Source: an optimization exercise on an open RTL-to-GDS flow (aim: small area and a short achievable clock period). Production flows keep margins and buffers that such runs may drop.
In this exercise RTL edits were held to simulation tests only and were not proved equivalent to the original.
The clock input has no modelled driver; a real chip could not lean on it and would need a root buffer or a full tree.
Power and IR drop assume default switching activity.

== v44 ==
## commit_trace_buffer
module commit_trace_buffer #(
  parameter int DATA_W = 32,
  parameter int REG_W  = 5,
  parameter int DEPTH  = 16,
  parameter int WRAP   = 0,
  parameter int INUM_W = 16
) (
  input  logic                      clk,
  input  logic                      rst,
  input  logic                      retire_valid,
  input  logic [DATA_W-1:0]         retire_pc,
  input  logic                      retire_halt,
  input  logic                      retire_regwrite,
  input  logic [REG_W-1:0]          retire_reg,
  input  logic [DATA_W-1:0]         retire_wdata,
  input  logic                      retire_memwrite,
  input  logic [DATA_W-1:0]         retire_memaddr,
  input  logic [DATA_W-1:0]         retire_memdata,
  output logic                      out_valid,
  input  logic                      out_ready,
  output logic [INUM_W-1:0]         out_inum,
  output logic [DATA_W-1:0]         out_pc,
  output logic [1:0]                out_kind,
  output logic [REG_W-1:0]          out_reg,
  output logic [DATA_W-1:0]         out_value,
  output logic [DATA_W-1:0]         out_addr,
  output logic [$clog2(DEPTH):0]    count,
  output logic                      overflow,
  output logic                      halted
);
Size: roughly 3700 cells after synthesis, ~270 I/O pins, about 68000 um2 of cells after synthesis.
export LEC_CHECK = 0
export CAP_MARGIN = 20
export CORE_MARGIN = 2
export CORE_UTILIZATION = 55
export SETUP_SLACK_MARGIN = 2.9
export SLEW_MARGIN = 20
create_clock -name core_clock -period 5.0 [get_ports {clk}]
standard.sh (not shown) runs the stock make flow with config.mk's settings and CLKGATE_MAP_FILE= SYNTH_SCRIPT=/design/flow/synth_recipe.tcl, a recipe that flattens the netlist after the stock synthesis.
==> flow/flow/run.sh <==
#!/bin/bash
# The standard layout (the standard.sh) with buf_2 port buffers and a clock tree without dummy
# loads whose sink clusters are driven by clkbuf_8; after CTS the tree's root buffer is replaced by
# four roots by the clk port (flow/split_root.tcl), then the standard flow routes and finishes.
# Tool output: standard_cts.log, split_root.log, standard_finish.log here, and ORFS's step logs.
set -euo pipefail
ARGS=(
  "BUFFER_PORTS_ARGS=-buffer_cell sky130_fd_sc_hd__buf_2"
  "CTS_ARGS=-sink_clustering_enable -repair_clock_nets -dont_use_dummy_load -root_buf sky130_fd_sc_hd__clkbuf_16 -buf_list sky130_fd_sc_hd__clkbuf_16 -sink_clustering_buffer sky130_fd_sc_hd__clkbuf_8 -sink_clustering_size 16 -sink_clustering_max_diameter 50"
)
bash standard.sh "${ARGS[@]}" cts > standard_cts.log 2>&1
R=orfs/results/${FLOW_PLATFORM}/commit_trace_buffer/base
SPLIT_ODB=$R/4_cts.odb openroad -no_init -exit flow/split_root.tcl > split_root.log 2>&1
touch $R/4_cts.sdc
bash standard.sh "${ARGS[@]}" finish > standard_finish.log 2>&1
Other scripts of this flow, unchanged in this note and not shown: flow/flow/split_root.tcl
For v56, these inputs were changed with respect to v44:
- changing CORE_UTILIZATION from 55 to 50
==> comparison <==
Growth of design area from synthesis to finish was higher in v44 than in v56.
Diff v44..v56 | hold-fix buffer count after cts | unchanged
Measured against each other, v56 and v44 differ in global-route wire length before repair, the higher figure coming from v56.
Endpoint arrival time on the critical path delta for v56 relative to v44: 0.05 ns lower
In the metrics for v56 and v44, the one carrying the lower wire length is v56.
Maximum frequency in v56 vs v44: up 0.95%
Final area, v56 vs v44: down slightly
Diff v56..v44 | post-synthesis register bit count | unchanged
Going from v44 to v56, cell count along the critical path grows by 4.
a311o_1 as the slowest library cell on the worst path was reported by v56, and nand2b_4 by v44.
Input-level comparison between v5 and v56:
- SETUP_SLACK_MARGIN now 2.8, was 2.9
==> comparison <==
Summary — fraction of standard cell area in multi-input logic, v5 relative to v56: lower, by 0.16 points. Sort v56 and v5 by final total power, descending, and v5 comes first. Antenna cell count, v56 and v5, lower one = v56. Wire length on met2: v56 and v5 compared, lower one is v56. Going from v56 to v5, routed wire length grew slightly. Detailed-placement wirelength estimate | v5 below v56. Delta (v5 minus v56): smallest setup slack after layout shows a reduction of 0.12 ns, internal power shows an increase of 0.37%. Between v5 and v56, the fraction of final layout cells sized beyond drive strength 1 figures differ only marginally. Clock network power consumption: v5 vs v56 up about 2%.
Input changes introduced in v14 (baseline for comparison: v5):
- SETUP_SLACK_MARGIN: 2.8 -> 3.0
Findings:
v14 ends up with lower top fanout value on the critical path than v5 does.
Summary of the comparison: setup clock skew after layout is higher in v14, relative to v5.
From v5 to v14 the numbers moved as follows: worst path buffer plus inverter count has decreased, fraction of final layout cells with drive strength greater than 1 shows an increase of 3.3 points.
The routed wire length of v14 exceeds that of v5 by 11%.
v14: fill cell instance count of the final layout 541 below v5
[compare] base=v5 new=v14: sequential cell area in the final layout held steady, clock network fraction of total power held steady.
## Diff of input files: v55 against v14
- SETUP_SLACK_MARGIN now 3.1, was 3.0
==> comparison <==
On post-route minimum period, v55 does better than v14. Reported for v55 and v14, adder-cell share of the synthesized area turned out identical to the last digit. Relative to v14, v55 degrades global-route wire length before repair. Worst slack on hold paths essentially unchanged between v55 and v14. The maximum clock rate of v55 exceeds that of v14 by 3.2 MHz.


Setup of run 1:
commit_trace_buffer again, from the RTL that the note above started with.
export LEC_CHECK = 0
export CAP_MARGIN = 20
export CORE_MARGIN = 2
export CORE_UTILIZATION = 65
export SETUP_SLACK_MARGIN = 2.7
export SLEW_MARGIN = 20
create_clock -name core_clock -period 5.0 [get_ports {clk}]
==> flow/flow/run.sh <==
#!/bin/bash
# The standard layout (the standard.sh), with buf_2 port buffers and a clock tree of
# larger sink clusters without dummy loads. All tool output goes to standard.log
# here and to ORFS's per-step logs under orfs/logs/.
set -euo pipefail
bash standard.sh \
  "BUFFER_PORTS_ARGS=-buffer_cell sky130_fd_sc_hd__buf_2" \
  "CTS_ARGS=-sink_clustering_enable -repair_clock_nets -dont_use_dummy_load -buf_list sky130_fd_sc_hd__clkbuf_16 -sink_clustering_size 20 -sink_clustering_max_diameter 60" \
  finish > standard.log 2>&1
Both conditions hold for run 1: the flow ran to the end and the final layout passed the timing, DRC and antenna checks.
Input-level comparison between run 2 and run 1:
- a change of CORE_UTILIZATION from 65 to 50
==> flow/flow/run.sh <==
#!/bin/bash
# The standard layout (the standard.sh), with buf_2 port buffers and a clock tree without
# dummy loads whose sink clusters are driven by clkbuf_8 (clkbuf_16 above them). All tool
# output goes to standard.log here and to ORFS's per-step logs under orfs/logs/.
set -euo pipefail
bash standard.sh \
  "BUFFER_PORTS_ARGS=-buffer_cell sky130_fd_sc_hd__buf_2" \
  "CTS_ARGS=-sink_clustering_enable -repair_clock_nets -dont_use_dummy_load -root_buf sky130_fd_sc_hd__clkbuf_16 -buf_list sky130_fd_sc_hd__clkbuf_16 -sink_clustering_buffer sky130_fd_sc_hd__clkbuf_8 -sink_clustering_size 16 -sink_clustering_max_diameter 50" \
  finish > standard.log 2>&1
The final-layout fill cell count in run 1 is 0.62 times that in run 2. Looking at utilization, run 2 sits 16 points below run 1. Comparing run 1 and run 2, the higher worst-case setup margin in the final layout was measured on run 2. Compared with run 1, run 2 shows a lower sequential share of layout area. In terms of multi-input combinational gate total, run 1 and run 2 differ only marginally. Run 1 | stages: all done | timing, DRC, antenna: all pass. Run 2: done, clean on timing, DRC and antenna. When the final numbers for run 1 and run 2 were put side by side, the number of placed instances, taps included turned out to be smaller in run 1. What run 2 reported for post-route non-filler standard cell count has to be multiplied by 0.926 to get the figure for run 1. Run 1 ended up with head[63] as its critical path capture point; run 2 ended up with out_kind[0]. Taking run 1 as the reference, in run 2 final period utilization now sits lower, cell area after layout now sits higher, endpoint arrival time on the critical path now sits lower.
> inputs changed (run 2 -> run 3)
- swapping 2.7 for 2.8 in SETUP_SLACK_MARGIN
==> flow/run.sh (new file) <==
#!/bin/bash
# synth_recipe.tcl (not shown) runs the flow's synth.tcl, then flattens the netlist and writes it again
# the make line also repeats each setting of config.mk as NAME=value (left out here)
make -C /OpenROAD-flow-scripts/flow DESIGN_CONFIG=/design/flow/config.mk WORK_HOME=/design/flow/orfs CLKGATE_MAP_FILE= SYNTH_SCRIPT=/design/flow/synth_recipe.tcl finish
removed: flow/flow/run.sh
removed: flow/standard.sh
Findings:
All of run 3 and run 2 finish clean.
Changes observed in run 3 relative to run 2: design area now sits higher; reported clock group power increased about 70%; post-layout utilization of the core went up.
On number of placed instances with taps included, the lower figure sits with run 2, not run 3.
From run 3 to run 2, area after synthesis did not move at all.
As far as timing-limited maximum frequency is concerned, run 3 and run 2 perform about the same.
Run 3 and run 2 ended up with roughly the same period utilization.
Diff run 2 -> run 3: share of the final layout cell area in sequential cells -4.8 points, internal power summed over all cells went up 4.9 mW.
Input-level comparison between run 4 and run 3:
- a change of CORE_UTILIZATION from 50 to 42
- a change of SETUP_SLACK_MARGIN from 2.8 to 2.7
==> flow/flow/run.sh (new file) <==
#!/bin/bash
# The standard layout (the standard.sh), with buf_2 port buffers and a clock tree of
# larger sink clusters without dummy loads. All tool output goes to standard.log
# here and to ORFS's per-step logs under orfs/logs/.
set -euo pipefail
bash standard.sh \
  "BUFFER_PORTS_ARGS=-buffer_cell sky130_fd_sc_hd__buf_2" \
  "CTS_ARGS=-sink_clustering_enable -repair_clock_nets -dont_use_dummy_load -buf_list sky130_fd_sc_hd__clkbuf_16 -sink_clustering_size 20 -sink_clustering_max_diameter 60" \
  finish > standard.log 2>&1
==> flow/standard.sh (new file) <==
#!/bin/bash
# synth_recipe.tcl (not shown) runs the flow's synth.tcl, then flattens the netlist and writes it again
# the make line also repeats each setting of config.mk as NAME=value (left out here)
make -C /OpenROAD-flow-scripts/flow DESIGN_CONFIG=/design/flow/config.mk WORK_HOME=/design/flow/orfs CLKGATE_MAP_FILE= SYNTH_SCRIPT=/design/flow/synth_recipe.tcl "${@:-finish}"
removed: flow/run.sh
==> comparison <==
In terms of first-pass iteration count of the detailed router, run 4 and run 3 differ only marginally. Run 4 vs. run 3: total wirelength of the detailed-routed design dropped 0.43%; post-detailed-route wirelength per cell went down; instance area at placement went down about 1.7%; relative contribution of combinational cells to total power fell by 0.2 points; maximum number of pins on one net before global-route repair decreased by 8 relative to the old numbers. Relative to run 3, normalized max-slew margin has increased by 5.2 points in run 4. Final weighted congestion in routability-driven placement came out lower on run 4 than on run 3. NOTE: final worst slack in run 4 exceeds that of run 3. When run 4 is measured against run 3, its global-route wire length before repair turns out 1.5% lower. On run 4: maximum frequency is about 2.5% higher than what run 3 gave.
Inputs modified between run 4 and run 5:
- a change of CORE_UTILIZATION from 42 to 50
- a change of SETUP_SLACK_MARGIN from 2.7 to 2.8
==> flow/flow/run.sh <==
#!/bin/bash
# The standard layout, with smaller port buffers and a shallower clock tree.
set -euo pipefail
bash standard.sh \
  "BUFFER_PORTS_ARGS=-buffer_cell sky130_fd_sc_hd__buf_2" \
  "CTS_ARGS=-sink_clustering_enable -repair_clock_nets -dont_use_dummy_load -buf_list sky130_fd_sc_hd__clkbuf_8 -sink_clustering_size 20 -sink_clustering_max_diameter 60" \
  finish > standard.log 2>&1
[summary]
Worst-margin pin slew (lower): run 5
Taking run 4 as the reference, in run 5 core utilization now larger, post-cts gate resize count now sits higher, power after layout went down, worst-skew pair later-pin latency picked up an extra 0.18 ns, count of vias placed by the detailed router down 132.
met5 as the uppermost metal layer occupied by signal nets was reported by run 4, and met4 by run 5.
Cmp run 4 and run 5 / met1 routing resource usage after global routing / lower: run 4
Run 5 vs run 4: routed length per instance up in run 5

afterwards: timing with drivers on the ports:
In the flow no input, the clock included, has a driving cell. The finished layouts below were timed again as built, in two steps.
Step 1 sets driving cells, clkbuf_16 on the clock port and buf_2 on the other inputs (assumed; they add their load-dependent delay and slew).
Step 2, shift: input delay + t, output delay - t, t = (earliest + latest rising clock arrival at the registers) / 2. This alone moves slack from input paths to output paths.
Slacks: no drivers / after step 1 / after step 2; pairs: no drivers / after step 1.
run | t, ns | slack for setup (ns) | worst slew at a driven data input, ns
v44 | 0.617 | 2.817 / 2.777 / 2.228 | 0.10
v56 | 0.603 | 2.837 / 2.797 / 2.257 | 0.21
v5 | 0.611 | 2.718 / 2.745 / 2.135 | 0.12
v14 | 0.613 | 2.812 / 2.811 / 2.202 | 0.14
v55 | 0.611 | 2.828 / 2.787 / 2.209 | 0.19
run 1 | 0.810 | 2.625 / 2.649 / 1.861 | 0.11
run 2 | 0.835 | 2.651 / 2.574 / 1.992 | 0.13
run 3 | 0.882 | 2.652 / 2.575 / 1.963 | 0.13
run 4 | 0.803 | 2.709 / 2.625 / 1.992 | 0.15
run 5 | 0.948 | 2.538 / 2.466 / 1.844 | 0.11
After both steps setup and hold are still met in every run listed. For run 1, which loses most, drivers alone change the setup slack by +0.024 ns; drivers and shift together by -0.764 ns.
